From an optimization exercise on the open Yosys and OpenROAD flow, aimed at a short achievable clock period and few clock cycles per item; shortcuts taken in it are not production practice. Where RTL was checked, it was by simulation tests only, not by an equivalence proof against the original. Power is estimated from default activity; no workload was simulated.

==> run F: inputs <==
==> flow/design.v <==
`timescale 1ns/100ps
`timescale 1ns/100ps
`timescale 1ns/100ps
`timescale 1ns/100ps
`timescale 1ns/100ps
`timescale 1ns/100ps
`timescale 1ns/100ps
`timescale 1ns/100ps
`timescale 1ns/100ps
module lc4_cpu (
   input  logic        gwe,
   input  logic        i_arst_n,
   input  logic [15:0] i_imem_insn,
   output logic [15:0] o_imem_addr,
   input  logic [15:0] i_dmem_data,
   output logic [15:0] o_dmem_addr,
   output logic        o_dmem_we,
   output logic [15:0] o_dmem_wdata,
   output logic        o_retire_valid,
   output logic [15:0] o_retire_pc,
   output logic [15:0] o_retire_insn,
   output logic        o_retire_we,
   output logic [2:0]  o_retire_wsel,
   output logic [15:0] o_retire_data
);
   localparam int NB = 8;     
   localparam int TB = 10;    
   function automatic logic [2:0] flags_of(input logic [15:0] w);
      flags_of = {w[15], w == 16'h0000, !w[15] && w != 16'h0000};
   endfunction
   function automatic logic [15:0] add16(input logic [15:0] a, input logic [15:0] b,
                                         input logic cin);
      logic [15:0] p, g, gp, pp, gn, pn;
      p  = a ^ b;
      g  = a & b;
      gp = g;
      pp = p;
      gp[0] = g[0] | (p[0] & cin);
      for (int l = 0; l < 4; l++) begin
         for (int i = 0; i < 16; i++) begin
            if (i >= (1 << l)) begin
               gn[i] = gp[i] | (pp[i] & gp[i - (1 << l)]);
               pn[i] = pp[i] & pp[i - (1 << l)];
            end else begin
               gn[i] = gp[i];
               pn[i] = pp[i];
            end
         end
         gp = gn;
         pp = pn;
      end
      add16 = p ^ {gp[14:0], cin};
   endfunction
   logic [15:0] pc_q;            
   logic [15:0] pcn_q;           
   logic [15:0] pco_q;           
   logic [15:0] regs [8];
   logic [2:0]  nzp_q;           
   logic        fx_valid;
   logic [15:0] fx_pc, fx_pc1, fx_insn, fx_tgt;
   logic [15:0] fx_a, fx_b, fx_d;    
   logic        fx_we, fx_ld, fx_st, fx_br, fx_jmp, fx_jmpr;
   logic [6:0]  fx_op;               
   logic        fx_ad, fx_bd, fx_dd;   
   logic        fx_stall;            
   logic        fx_pred;             
   logic        fx_stt;              
   logic [NB-1:0] fx_hit;
   logic        xm_valid, xm_wr, xm_st;
   logic [15:0] xm_pc, xm_insn, xm_alu, xm_addr, xm_sd;
   logic        xm_ld;
   logic        xm_z;                
   logic        r_valid, r_we;
   logic [15:0] r_pc, r_insn, r_data;
   logic [NB-1:0] bt_v;
   logic [TB-1:0] bt_tag [NB];
   logic [15:0]   bt_tgt [NB];
   logic [NB-1:0] bt_fifo;           
   logic          bu_v;
   logic [NB-1:0] bu_sel;
   logic          bu_new;
   logic [15:0]   bu_tag, bu_tgt;
   logic [15:0] insn;
   logic [3:0]  op;
   logic [2:0]  rs, rt, rd;
   logic        d_we, d_ld, d_st, d_br, d_jmp, d_jmpr, d_bimm, d_usea, d_useb;
   logic [6:0]  d_op;
   logic [15:0] d_imm, pc1, st_tgt;
   logic        st_taken;
   assign insn = i_imem_insn;
   assign op   = insn[15:12];
   assign rs   = insn[8:6];
   assign rt   = insn[2:0];
   assign rd   = insn[11:9];
   assign pc1  = pc_q + 16'd1;
   always_comb begin
      d_we = 1'b0; d_ld = 1'b0; d_st = 1'b0; d_br = 1'b0; d_jmp = 1'b0; d_jmpr = 1'b0;
      d_bimm = 1'b1; d_usea = 1'b0; d_useb = 1'b0; d_op = 7'b0000001;
      d_imm = {{11{insn[4]}}, insn[4:0]};
      unique case (op)
         4'b0001: begin
            d_we   = insn[5] || !insn[3];
            d_bimm = insn[5];
            d_usea = d_we;
            d_useb = d_we && !insn[5];
            if (!insn[5] && insn[4]) d_op = 7'b0000010;
         end
         4'b0101: begin
            d_we   = 1'b1;
            d_bimm = insn[5];
            d_usea = 1'b1;
            d_useb = !insn[5] && insn[4:3] != 2'b01;
            if (insn[5]) d_op = 7'b0000100;
            else unique case (insn[4:3])
               2'b00:   d_op = 7'b0000100;
               2'b01:   d_op = 7'b0100000;
               2'b10:   d_op = 7'b0001000;
               default: d_op = 7'b0010000;
            endcase
         end
         4'b0110: begin
            d_we = 1'b1; d_ld = 1'b1; d_usea = 1'b1;
            d_imm = {{10{insn[5]}}, insn[5:0]};
         end
         4'b0111: begin
            d_st = 1'b1; d_usea = 1'b1;
            d_imm = {{10{insn[5]}}, insn[5:0]};
         end
         4'b1001: begin
            d_we = 1'b1; d_op = 7'b1000000;
            d_imm = {{7{insn[8]}}, insn[8:0]};
         end
         4'b0000: begin
            d_br  = insn[11:9] != 3'b000;
         end
         4'b1100: begin
            d_jmp  = insn[11];
            d_jmpr = !insn[11];
         end
         default: ;
      endcase
   end
   logic [15:0] t9, t11;
   assign t9       = add16(pc_q, {{7{insn[8]}}, insn[8:0]}, 1'b1);
   assign t11      = add16(pc_q, {{5{insn[10]}}, insn[10:0]}, 1'b1);
   assign st_tgt   = insn[14] ? t11 : t9;
   assign st_taken = d_jmp || (d_br && insn[8]);
   logic [NB-1:0] hit;
   logic          hit_any;
   logic [15:0]   hit_tgt;
   always_comb begin
      hit_tgt = '0;
      for (int j = 0; j < NB; j++) begin
         hit[j] = bt_v[j] && bt_tag[j] == pc_q[TB-1:0];
         hit_tgt = hit_tgt | ({16{hit[j]}} & bt_tgt[j]);
      end
      hit_any = |hit;
   end
   logic [15:0] pred_pc;
   assign pred_pc = hit_any ? hit_tgt : st_taken ? st_tgt : pc1;
   logic [15:0] res_m;
   assign res_m = xm_ld ? i_dmem_data : xm_alu;
   logic m_wr, ma, mb, md;
   logic [15:0] ra, rb, rdd;
   assign m_wr = xm_valid && xm_wr;
   assign ma   = m_wr && rs == xm_insn[11:9];
   assign mb   = m_wr && rt == xm_insn[11:9];
   assign md   = m_wr && rd == xm_insn[11:9];
   assign ra   = ma ? res_m : regs[rs];
   assign rb   = mb ? res_m : regs[rt];
   assign rdd  = md ? res_m : regs[rd];
   logic x_wr, xa, xb, xd;
   assign x_wr = fx_valid && fx_we;
   assign xa   = x_wr && rs == fx_insn[11:9];
   assign xb   = x_wr && rt == fx_insn[11:9];
   assign xd   = x_wr && rd == fx_insn[11:9];
   logic        stall, xv, mispredict, taken, mis_t, mis_n, cond;
   logic [15:0] a_j, d_fwd, alu, sum, dif, lres, target, pc_t, pc_n;
   logic [15:0] ps, gs;
   logic        z_add, z_x;
   logic [2:0]  nzp_eff;
   assign stall = fx_valid && fx_stall;
   assign a_j   = fx_ad ? i_dmem_data : fx_a;
   assign d_fwd = fx_dd ? i_dmem_data : fx_d;
   assign sum = fx_a + fx_b;
   assign dif = fx_a - fx_b;
   assign lres = ({16{fx_op[2]}} & (fx_a & fx_b))
               | ({16{fx_op[3]}} & (fx_a | fx_b))
               | ({16{fx_op[4]}} & (fx_a ^ fx_b))
               | ({16{fx_op[5]}} & ~fx_a)
               | ({16{fx_op[6]}} & fx_b);
   assign alu = ({16{fx_op[0]}} & sum) | ({16{fx_op[1]}} & dif) | lres;
   assign ps    = fx_a ^ fx_b;
   assign gs    = fx_a | fx_b;
   assign z_add = !ps[0] && ps[15:1] == gs[14:0];
   assign z_x   = fx_op[0] ? z_add : fx_op[1] ? fx_a == fx_b : lres == 16'h0000;
   assign nzp_eff = m_wr ? {xm_alu[15], xm_z, !xm_alu[15] && !xm_z} : nzp_q;
   assign cond    = |(fx_insn[11:9] & nzp_eff);
   assign taken   = fx_jmp || fx_jmpr || (fx_br && cond);
   assign target  = fx_jmpr ? a_j : fx_tgt;
   assign mis_t   = !fx_pred || (fx_jmpr ? a_j != pc_q : fx_tgt != pc_q);
   assign mis_n   = fx_pred;
   assign xv      = fx_valid && !stall;
   assign mispredict = xv && (taken ? mis_t : mis_n);
   assign pc_t    = mis_t ? target : pred_pc;
   assign pc_n    = mis_n ? fx_pc1 : pred_pc;
   assign o_imem_addr  = pco_q;
   assign o_dmem_addr  = xm_addr;
   assign o_dmem_we    = xm_st;
   assign o_dmem_wdata = xm_sd;
   assign o_retire_valid = r_valid;
   assign o_retire_pc    = r_pc;
   assign o_retire_insn  = r_insn;
   assign o_retire_we    = r_we;
   assign o_retire_wsel  = r_insn[11:9];
   assign o_retire_data  = r_data;
   logic [15:0] pc_d;
   always_comb begin
      if (stall)        pc_d = pc_q;
      else if (!fx_valid) pc_d = pred_pc;
      else if (taken)   pc_d = pc_t;
      else              pc_d = pc_n;
   end
   always_ff @(posedge gwe or negedge i_arst_n) begin
      if (!i_arst_n) begin
         pcn_q <= ~16'h8200;
         pco_q <= 16'h8200;
      end else begin
         pcn_q <= ~pc_d;
         pco_q <= pc_d;
      end
   end
   assign pc_q = ~pcn_q;
   always_ff @(posedge gwe or negedge i_arst_n) begin
      if (!i_arst_n)  fx_valid <= 1'b0;
      else if (!stall) fx_valid <= !mispredict;
   end
   always_ff @(posedge gwe) begin
      if (stall) begin
         if (fx_ad) fx_a <= i_dmem_data;
         if (fx_bd) fx_b <= i_dmem_data;
         if (fx_dd) fx_d <= i_dmem_data;
         fx_ad <= 1'b0; fx_bd <= 1'b0; fx_dd <= 1'b0;
         fx_stall <= 1'b0;
      end else begin
         fx_pc    <= pc_q;
         fx_pc1   <= pc1;
         fx_insn  <= insn;
         fx_tgt   <= st_tgt;
         fx_a     <= xa ? alu : ra;
         fx_b     <= d_bimm ? d_imm : xb ? alu : rb;
         fx_d     <= xd ? alu : rdd;
         fx_we <= d_we; fx_ld <= d_ld; fx_st <= d_st; fx_br <= d_br; fx_jmp <= d_jmp;
         fx_jmpr <= d_jmpr; fx_op <= d_op;
         fx_ad <= xa && fx_ld;
         fx_bd <= xb && fx_ld && !d_bimm;
         fx_dd <= xd && fx_ld;
         fx_stall <= fx_ld && ((xa && d_usea) || (xb && d_useb) || (x_wr && d_br));
         fx_pred   <= hit_any || st_taken;
         fx_stt    <= !hit_any && st_taken;
         fx_hit    <= hit;
      end
   end
   always_ff @(posedge gwe or negedge i_arst_n) begin
      if (!i_arst_n) begin
         xm_valid <= 1'b0;
         xm_st    <= 1'b0;
         xm_addr  <= '0;
      end else begin
         xm_valid <= fx_valid && !stall;
         xm_st    <= fx_valid && !stall && fx_st;
         xm_addr  <= alu;
      end
   end
   always_ff @(posedge gwe) begin
      xm_pc   <= fx_pc;
      xm_insn <= fx_insn;
      xm_alu  <= alu;
      xm_sd   <= d_fwd;
      xm_wr   <= fx_we;
      xm_ld   <= fx_ld;
      xm_z    <= z_x;
   end
   always_ff @(posedge gwe or negedge i_arst_n) begin
      if (!i_arst_n) begin
         for (int i = 0; i < 8; i++) regs[i] <= '0;
         nzp_q   <= 3'b010;
         r_valid <= 1'b0;
      end else begin
         if (m_wr) begin
            regs[xm_insn[11:9]] <= res_m;
            nzp_q <= xm_ld ? flags_of(i_dmem_data) : {xm_alu[15], xm_z, !xm_alu[15] && !xm_z};
         end
         r_valid <= xm_valid;
      end
   end
   always_ff @(posedge gwe) begin
      r_pc   <= xm_pc;
      r_insn <= xm_insn;
      r_we   <= m_wr;
      r_data <= m_wr ? res_m : 16'h0000;
   end
   always_ff @(posedge gwe or negedge i_arst_n) begin
      if (!i_arst_n) begin
         bt_v    <= '0;
         bt_fifo <= {{(NB-1){1'b0}}, 1'b1};
         bu_v    <= 1'b0;
      end else begin
         bu_v <= fx_valid && !stall && taken && !(fx_stt && (fx_jmp || fx_br));
         if (bu_v) begin
            bt_v <= bt_v | bu_sel;
            if (bu_new) bt_fifo <= {bt_fifo[NB-2:0], bt_fifo[NB-1]};
         end
      end
   end
   always_ff @(posedge gwe) begin
      bu_sel <= (fx_pred && !fx_stt) ? fx_hit : bt_fifo;
      bu_new <= !(fx_pred && !fx_stt);
      bu_tag <= fx_pc;
      bu_tgt <= target;
      for (int j = 0; j < NB; j++) begin
         if (bu_v && bu_sel[j]) begin
            bt_tag[j] <= bu_tag[TB-1:0];
            bt_tgt[j] <= bu_tgt;
         end
      end
   end
endmodule
==> flow/run.sh <==
#!/bin/bash
# synth_recipe.tcl (not shown) runs the flow's synth.tcl, then flattens the netlist and writes it again
# the make line also repeats each setting of config.mk as NAME=value (left out here)
make -C /OpenROAD-flow-scripts/flow DESIGN_CONFIG=/design/flow/config.mk WORK_HOME=/design/flow/orfs CLKGATE_MAP_FILE= SYNTH_SCRIPT=/design/flow/synth_recipe.tcl finish
==> flow/config.mk <==
export PLATFORM = sky130hd
export DESIGN_NAME = lc4_cpu
export DESIGN_NICKNAME = lc4_cpu
export VERILOG_FILES = /design/flow/design.v
export SDC_FILE = /design/flow/constraint.sdc
export NUM_CORES = 4
export LEC_CHECK = 0
export ABC_CLOCK_PERIOD_IN_PS = 2000
export CAP_MARGIN = 20
export CORE_MARGIN = 2
export CORE_UTILIZATION = 40
export PLACE_DENSITY = 0.6
export SETUP_SLACK_MARGIN = 3.0
export SLEW_MARGIN = 20
==> flow/constraint.sdc <==
create_clock -name core_clock -period 5.2 [get_ports {gwe}]
set_input_delay 1.0400 -clock core_clock [delete_from_list [all_inputs] [get_ports {gwe}]]
set_output_delay 1.0400 -clock core_clock [all_outputs]
set_load 0.01 [all_outputs]
==> run X: changes against run F <==
--- a/flow/design.v
+++ b/flow/design.v
@@ -54,3 +54,2 @@
    logic [15:0] pc_q;            
-   logic [15:0] pcn_q;           
    logic [15:0] pco_q;           
@@ -63,6 +62,5 @@
    logic [6:0]  fx_op;               
-   logic        fx_ad, fx_bd, fx_dd;   
+   logic        fx_ad, fx_dd;        
    logic        fx_stall;            
    logic        fx_pred;             
-   logic        fx_stt;              
    logic [NB-1:0] fx_hit;
@@ -88,3 +86,2 @@
    logic [15:0] d_imm, pc1, st_tgt;
-   logic        st_taken;
    assign insn = i_imem_insn;
@@ -142,7 +139,4 @@
    end
-   logic [15:0] t9, t11;
-   assign t9       = add16(pc_q, {{7{insn[8]}}, insn[8:0]}, 1'b1);
-   assign t11      = add16(pc_q, {{5{insn[10]}}, insn[10:0]}, 1'b1);
-   assign st_tgt   = insn[14] ? t11 : t9;
-   assign st_taken = d_jmp || (d_br && insn[8]);
+   assign st_tgt = add16(pc_q, insn[14] ? {{5{insn[10]}}, insn[10:0]} : {{7{insn[8]}}, insn[8:0]},
+                         1'b1);
    logic [NB-1:0] hit;
@@ -159,3 +153,3 @@
    logic [15:0] pred_pc;
-   assign pred_pc = hit_any ? hit_tgt : st_taken ? st_tgt : pc1;
+   assign pred_pc = hit_any ? hit_tgt : pc1;
    logic [15:0] res_m;
@@ -184,4 +178,4 @@
    assign d_fwd = fx_dd ? i_dmem_data : fx_d;
-   assign sum = fx_a + fx_b;
-   assign dif = fx_a - fx_b;
+   assign sum = add16(fx_a, fx_b, 1'b0);
+   assign dif = add16(fx_a, ~fx_b, 1'b1);
    assign lres = ({16{fx_op[2]}} & (fx_a & fx_b))
@@ -200,3 +194,4 @@
    assign target  = fx_jmpr ? a_j : fx_tgt;
-   assign mis_t   = !fx_pred || (fx_jmpr ? a_j != pc_q : fx_tgt != pc_q);
+   assign mis_t   = !fx_pred || (!fx_jmpr ? fx_tgt != pc_q
+                                 : fx_ad ? i_dmem_data != pc_q : fx_a != pc_q);
    assign mis_n   = fx_pred;
@@ -218,3 +213,3 @@
    always_comb begin
-      if (stall)        pc_d = pc_q;
+      if (stall)        pc_d = fx_pc;
       else if (!fx_valid) pc_d = pred_pc;
@@ -223,24 +218,16 @@
    end
-   always_ff @(posedge gwe or negedge i_arst_n) begin
-      if (!i_arst_n) begin
-         pcn_q <= ~16'h8200;
-         pco_q <= 16'h8200;
-      end else begin
-         pcn_q <= ~pc_d;
-         pco_q <= pc_d;
-      end
+   always_ff @(posedge gwe) begin
+      pc_q     <= i_arst_n ? pc_d : 16'h8200;
+      fx_valid <= i_arst_n && !mispredict && !stall;
+      if (!i_arst_n)
+         nzp_q <= 3'b010;
+      else if (m_wr)
+         nzp_q <= xm_ld ? flags_of(i_dmem_data) : {xm_alu[15], xm_z, !xm_alu[15] && !xm_z};
    end
-   assign pc_q = ~pcn_q;
    always_ff @(posedge gwe or negedge i_arst_n) begin
-      if (!i_arst_n)  fx_valid <= 1'b0;
-      else if (!stall) fx_valid <= !mispredict;
+      if (!i_arst_n) pco_q <= 16'h8200;
+      else           pco_q <= pc_d;
    end
    always_ff @(posedge gwe) begin
-      if (stall) begin
-         if (fx_ad) fx_a <= i_dmem_data;
-         if (fx_bd) fx_b <= i_dmem_data;
-         if (fx_dd) fx_d <= i_dmem_data;
-         fx_ad <= 1'b0; fx_bd <= 1'b0; fx_dd <= 1'b0;
-         fx_stall <= 1'b0;
-      end else begin
+      begin
          fx_pc    <= pc_q;
@@ -255,7 +242,5 @@
          fx_ad <= xa && fx_ld;
-         fx_bd <= xb && fx_ld && !d_bimm;
          fx_dd <= xd && fx_ld;
          fx_stall <= fx_ld && ((xa && d_usea) || (xb && d_useb) || (x_wr && d_br));
-         fx_pred   <= hit_any || st_taken;
-         fx_stt    <= !hit_any && st_taken;
+         fx_pred   <= hit_any;
          fx_hit    <= hit;
@@ -286,9 +271,5 @@
          for (int i = 0; i < 8; i++) regs[i] <= '0;
-         nzp_q   <= 3'b010;
          r_valid <= 1'b0;
       end else begin
-         if (m_wr) begin
-            regs[xm_insn[11:9]] <= res_m;
-            nzp_q <= xm_ld ? flags_of(i_dmem_data) : {xm_alu[15], xm_z, !xm_alu[15] && !xm_z};
-         end
+         if (m_wr) regs[xm_insn[11:9]] <= res_m;
          r_valid <= xm_valid;
@@ -308,3 +289,3 @@
       end else begin
-         bu_v <= fx_valid && !stall && taken && !(fx_stt && (fx_jmp || fx_br));
+         bu_v <= fx_valid && !stall && taken;
          if (bu_v) begin
@@ -316,4 +297,4 @@
    always_ff @(posedge gwe) begin
-      bu_sel <= (fx_pred && !fx_stt) ? fx_hit : bt_fifo;
-      bu_new <= !(fx_pred && !fx_stt);
+      bu_sel <= fx_pred ? fx_hit : bt_fifo;
+      bu_new <= !fx_pred;
       bu_tag <= fx_pc;
- ABC_CLOCK_PERIOD_IN_PS: 2000 -> unset
- SETUP_SLACK_MARGIN: 3.0 -> 4.5
==> notes <==
- In run F the hold slack is better than in run X, by 0.056 ns.
- Count of clock-buffer cells in the layout: run X is higher than run F (8).
- In run X the register-to-register slack is higher than in run F, by 0.45 ns.
- Against run X, the core utilization of run F is lower by 8.9 points.
- Between run F and run X, the lower worst setup slack is in run F (gap 0.45 ns).
- Of run F and run X, run F has the higher via count (gap 0.52%, measured against run X).
- Of run X and run F, run F has the higher total power (gap 21%, measured against run F).
- Between run F and run X, the lower cell count is in run X (gap 0.26%, measured against run X).
Testbench counts of run X, summed over its fixed seeds: cycles 4,110, instrs 3,763.
Only the layout flow was run in run F; the RTL was not checked for function there.

-- static timing again, ports no longer ideal --
Ports are ideal in the flow. The routed layouts listed here were re-timed in OpenROAD.
Step 1 assumes that a clkbuf_16 drives the clock port and a buf_2 every other input.
Step 2 times the ports against the registers' clock, not the clock port: input delays grow and output delays shrink by t, the midpoint of the rising clock arrivals with the driver on.
Three values: ideal ports, drivers, drivers and shift; two values: the first two.
run | t (ns) | setup slack, ns | clock arrival spread, ns | cell pins on the clock port's net
run F | 0.704 | 2.003 / 2.003 / 1.410 | 0.038 / 0.038 | 1
run X | 0.707 | 2.450 / 2.450 / 1.777 | 0.043 / 0.043 | 1
After both steps every run listed still meets setup and hold. For run X, which loses most, drivers alone change the setup slack by 0.000 ns; drivers and shift together by -0.673 ns.
